This design comes from an exercise in tuning for small area on the open sky130 flow, not from production work. Function was checked by simulation only, so behaviour that the tests miss may differ from the original. Power and IR drop assume default switching activity.

==> flow/design.v <==
`default_nettype none
package kcec_pkg;
    localparam int KEY_COUNT = 16;
    localparam int TIMER_W   = 16;
    localparam int TICK_W    = 10;
    localparam int KEY_IDX_W = 4;
endpackage
`default_nettype wire
`default_nettype none
module kcec_lane (
    input  wire logic        aclk,
    input  wire logic        aresetn,
    input  wire logic        tick_accept,
    input  wire logic        pressed,
    input  wire logic [9:0]  tick_ms,
    input  wire logic [15:0] long_thresh,
    input  wire logic [15:0] dbl_window,
    input  wire logic        tick_ge_dbl,    
    output logic [1:0]       ev_code
);
    logic        down_reg;
    logic        wait_reg;
    logic [15:0] hold_reg;
    logic [15:0] since_reg;
    logic        released, long_hit, in_window, dbl_hit, start_wait, keep_wait;
    logic        expired;
    logic [15:0] addend;
    logic [16:0] sum;
    function automatic logic ge16(input logic [15:0] a, input logic [15:0] b);
        logic c;
        c = 1'b1;
        for (int i = 0; i < 16; i++)
            c = (a[i] & ~b[i]) | (c & (a[i] | ~b[i]));
        ge16 = c;
    endfunction
    function automatic logic [16:0] add16(input logic [15:0] a, input logic [9:0] b);
        logic c;
        logic [16:0] r;
        c = 1'b0;
        for (int i = 0; i < 16; i++) begin
            if (i < 10) begin
                r[i] = a[i] ^ b[i] ^ c;
                c = (a[i] & b[i]) | (c & (a[i] | b[i]));
            end else begin
                r[i] = a[i] ^ c;
                c = a[i] & c;
            end
        end
        r[16] = c;
        add16 = r;
    endfunction
    always_comb begin
        released   = down_reg && !pressed;
        long_hit   = ge16(hold_reg, long_thresh);
        in_window  = !ge16(since_reg, dbl_window);
        dbl_hit    = released && !long_hit && wait_reg && in_window;
        start_wait = released && !long_hit && !dbl_hit;
        keep_wait  = start_wait || (wait_reg && !dbl_hit);
        addend     = pressed ? hold_reg : (start_wait ? 16'd0 : since_reg);
        sum        = add16(addend, tick_ms);
        expired    = start_wait ? tick_ge_dbl : (sum[16] || ge16(sum[15:0], dbl_window));
        ev_code    = 2'b00;
        if (!pressed) begin
            if (released && long_hit)
                ev_code = 2'b01;
            else if (dbl_hit)
                ev_code = 2'b10;
            else if (keep_wait && expired && !long_hit)
                ev_code = 2'b11;
        end
    end
    always_ff @(posedge aclk) begin
        if (!aresetn) begin
            down_reg <= 1'b0;
            wait_reg <= 1'b0;
        end else if (tick_accept) begin
            down_reg <= pressed;
            if (!pressed)
                wait_reg <= keep_wait && !expired;
        end
    end
    always_ff @(posedge aclk) begin
        if (tick_accept) begin
            if (pressed)
                hold_reg <= down_reg ? (sum[16] ? 16'hFFFF : sum[15:0]) : 16'd0;
            else
                since_reg <= sum[15:0];
        end
    end
endmodule
`default_nettype wire
`default_nettype none
module kcec_merge (
    input  wire logic        aclk,
    input  wire logic        aresetn,
    input  wire logic        tick_valid,
    output logic             tick_ready,
    output logic             tick_accept,
    input  wire logic [31:0] lane_code,
    output logic             ev_valid,
    input  wire logic        ev_ready,
    output logic [3:0]       ev_key,
    output logic [1:0]       ev_kind,
    output logic             ev_last
);
    logic [31:0] code_reg;
    logic        out_valid_reg;
    logic [3:0]  out_key_reg;
    logic [1:0]  out_kind_reg;
    logic        out_last_reg;
    logic [15:0] pend, lowest, seen;
    logic [3:0]  low_idx;
    logic [1:0]  low_code;
    logic        any, last, move;
    always_comb begin
        for (int k = 0; k < 16; k++)
            pend[k] = code_reg[2*k] | code_reg[2*k+1];
        seen[0] = 1'b0;
        for (int k = 1; k < 16; k++)
            seen[k] = seen[k-1] | pend[k-1];
        lowest = pend & ~seen;
        any  = seen[15] | pend[15];
        last = 1'b1;
        for (int k = 1; k < 16; k++)
            if (seen[k] && pend[k]) last = 1'b0;
        low_idx  = 4'd0;
        low_code = 2'b00;
        for (int k = 0; k < 16; k++) begin
            if (lowest[k]) low_idx = low_idx | 4'(k);
            if (lowest[k]) low_code = low_code | code_reg[2*k +: 2];
        end
        move        = any && (!out_valid_reg || ev_ready);
        tick_ready  = last && (!any || !out_valid_reg || ev_ready);
        tick_accept = tick_valid && tick_ready;
    end
    always_ff @(posedge aclk) begin
        if (!aresetn) begin
            code_reg      <= '0;
            out_valid_reg <= 1'b0;
        end else begin
            if (tick_accept)
                code_reg <= lane_code;
            else if (move)
                for (int k = 0; k < 16; k++)
                    if (lowest[k]) code_reg[2*k +: 2] <= 2'b00;
            if (move)
                out_valid_reg <= 1'b1;
            else if (ev_ready)
                out_valid_reg <= 1'b0;
        end
    end
    always_ff @(posedge aclk) begin
        if (move) begin
            out_key_reg  <= low_idx;
            out_kind_reg <= {low_code[1] & ~low_code[0], low_code[0] & ~low_code[1]};
            out_last_reg <= last;
        end
    end
    assign ev_valid = out_valid_reg;
    assign ev_key   = out_key_reg;
    assign ev_kind  = out_kind_reg;
    assign ev_last  = out_last_reg;
endmodule
`default_nettype wire
`default_nettype none
module key_click_event_classifier (
    input  wire logic        aclk,
    input  wire logic        aresetn,
    input  wire logic        s_tvalid,
    output logic             s_tready,
    input  wire logic [15:0] s_tdata,    
    output logic             m_tvalid,
    input  wire logic        m_tready,
    output logic [7:0]       m_tdata,    
    output logic             m_tlast,    
    input  wire logic        cfg_valid,
    output logic             cfg_ready,
    input  wire logic [1:0]  cfg_index,
    input  wire logic [15:0] cfg_data
);
    logic [9:0]  tick_ms_reg;
    logic [15:0] long_press_reg;
    logic [15:0] double_click_reg;
    logic        tick_ge_dbl;
    logic [31:0] lane_code;
    logic        tick_accept;
    logic [3:0]  ev_key;
    logic [1:0]  ev_kind;
    assign cfg_ready = 1'b1;
    always_ff @(posedge aclk) begin
        if (!aresetn) begin
            tick_ms_reg      <= 10'd10;
            long_press_reg   <= 16'd1000;
            double_click_reg <= 16'd300;
        end else if (cfg_valid) begin
            case (cfg_index)
                2'd0: tick_ms_reg      <= cfg_data[9:0];
                2'd1: long_press_reg   <= cfg_data;
                2'd2: double_click_reg <= cfg_data;
                default: ;
            endcase
        end
    end
    assign tick_ge_dbl = {6'd0, tick_ms_reg} >= double_click_reg;
    for (genvar k = 0; k < 16; k++) begin : g_lane
        kcec_lane u_lane (
            .aclk        (aclk),
            .aresetn     (aresetn),
            .tick_accept (tick_accept),
            .pressed     (s_tdata[k]),
            .tick_ms     (tick_ms_reg),
            .long_thresh (long_press_reg),
            .dbl_window  (double_click_reg),
            .tick_ge_dbl (tick_ge_dbl),
            .ev_code     (lane_code[2*k +: 2])
        );
    end
    kcec_merge u_merge (
        .aclk        (aclk),
        .aresetn     (aresetn),
        .tick_valid  (s_tvalid),
        .tick_ready  (s_tready),
        .tick_accept (tick_accept),
        .lane_code   (lane_code),
        .ev_valid    (m_tvalid),
        .ev_ready    (m_tready),
        .ev_key      (ev_key),
        .ev_kind     (ev_kind),
        .ev_last     (m_tlast)
    );
    assign m_tdata = {2'b00, ev_kind, ev_key};
endmodule
`default_nettype wire
==> flow/config.mk <==
export PLATFORM = sky130hd
export DESIGN_NAME = key_click_event_classifier
export DESIGN_NICKNAME = key_click_event_classifier
export VERILOG_FILES = /design/flow/design.v
export SDC_FILE = /design/flow/constraint.sdc
export NUM_CORES = 4
export LEC_CHECK = 0
export CAP_MARGIN = 20
export CORE_MARGIN = 2
export CORE_UTILIZATION = 40
export SLEW_MARGIN = 20
==> flow/constraint.sdc <==
create_clock -name core_clock -period 10.0 [get_ports {aclk}]
set_input_delay 2.0000 -clock core_clock [delete_from_list [all_inputs] [get_ports {aclk}]]
set_output_delay 2.0000 -clock core_clock [all_outputs]
set_load 0.01 [all_outputs]
run.sh (not shown) runs the stock make flow with config.mk's settings and CLKGATE_MAP_FILE= SYNTH_SCRIPT=/design/flow/synth_recipe.tcl, a recipe that flattens the netlist after the stock synthesis.
==> next run, changes <==
--- a/flow/config.mk
+++ b/flow/config.mk
@@ -8,4 +8,6 @@
 export CAP_MARGIN = 20
 export CORE_MARGIN = 2
-export CORE_UTILIZATION = 40
+export CORE_UTILIZATION = 55
+export CTS_BUF_LIST = sky130_fd_sc_hd__clkbuf_4 sky130_fd_sc_hd__clkbuf_8
+export CTS_CLUSTER_SIZE = 30
 export SLEW_MARGIN = 20
=>
- via count falls by 0.46%
- critical path depth falls by 3
- clock-buffer cell count rises by 67
- sequential power barely changes
- design area falls by 1.2%
- die area falls by 27%
- power falls by 2.5%
- area after synthesis is unchanged

==> what the ideal ports hide <==
The flow's constraints put no driver on any port. The routed layouts listed below were extracted and timed again, unchanged, in two steps. Step 1 sets driving cells, clkbuf_16 on the clock port and buf_2 on the other inputs (assumed; they add their load-dependent delay and slew). Step 2 moves the port delays by t, midway between the first and last clock arrival at a register: inputs arrive t later, outputs are due t later. That takes back most of the time a late clock gives input paths. Slacks: ideal / step 1 / step 2; pairs: ideal / step 1.
run	t, ns	slack for setup (ns)	worst setup path after step 2	latest minus earliest clock arrival (ns)
the first run	0.719	0.369 / 0.369 / 0.140	input to register	0.025 / 0.026
the second run	0.820	0.519 / 0.519 / 0.160	input to register	0.037 / 0.037
After both steps setup and hold are still met in every run listed. The setup slack of the second run, which loses most, moves by 0.000 ns with the drivers and by -0.359 ns with both steps.
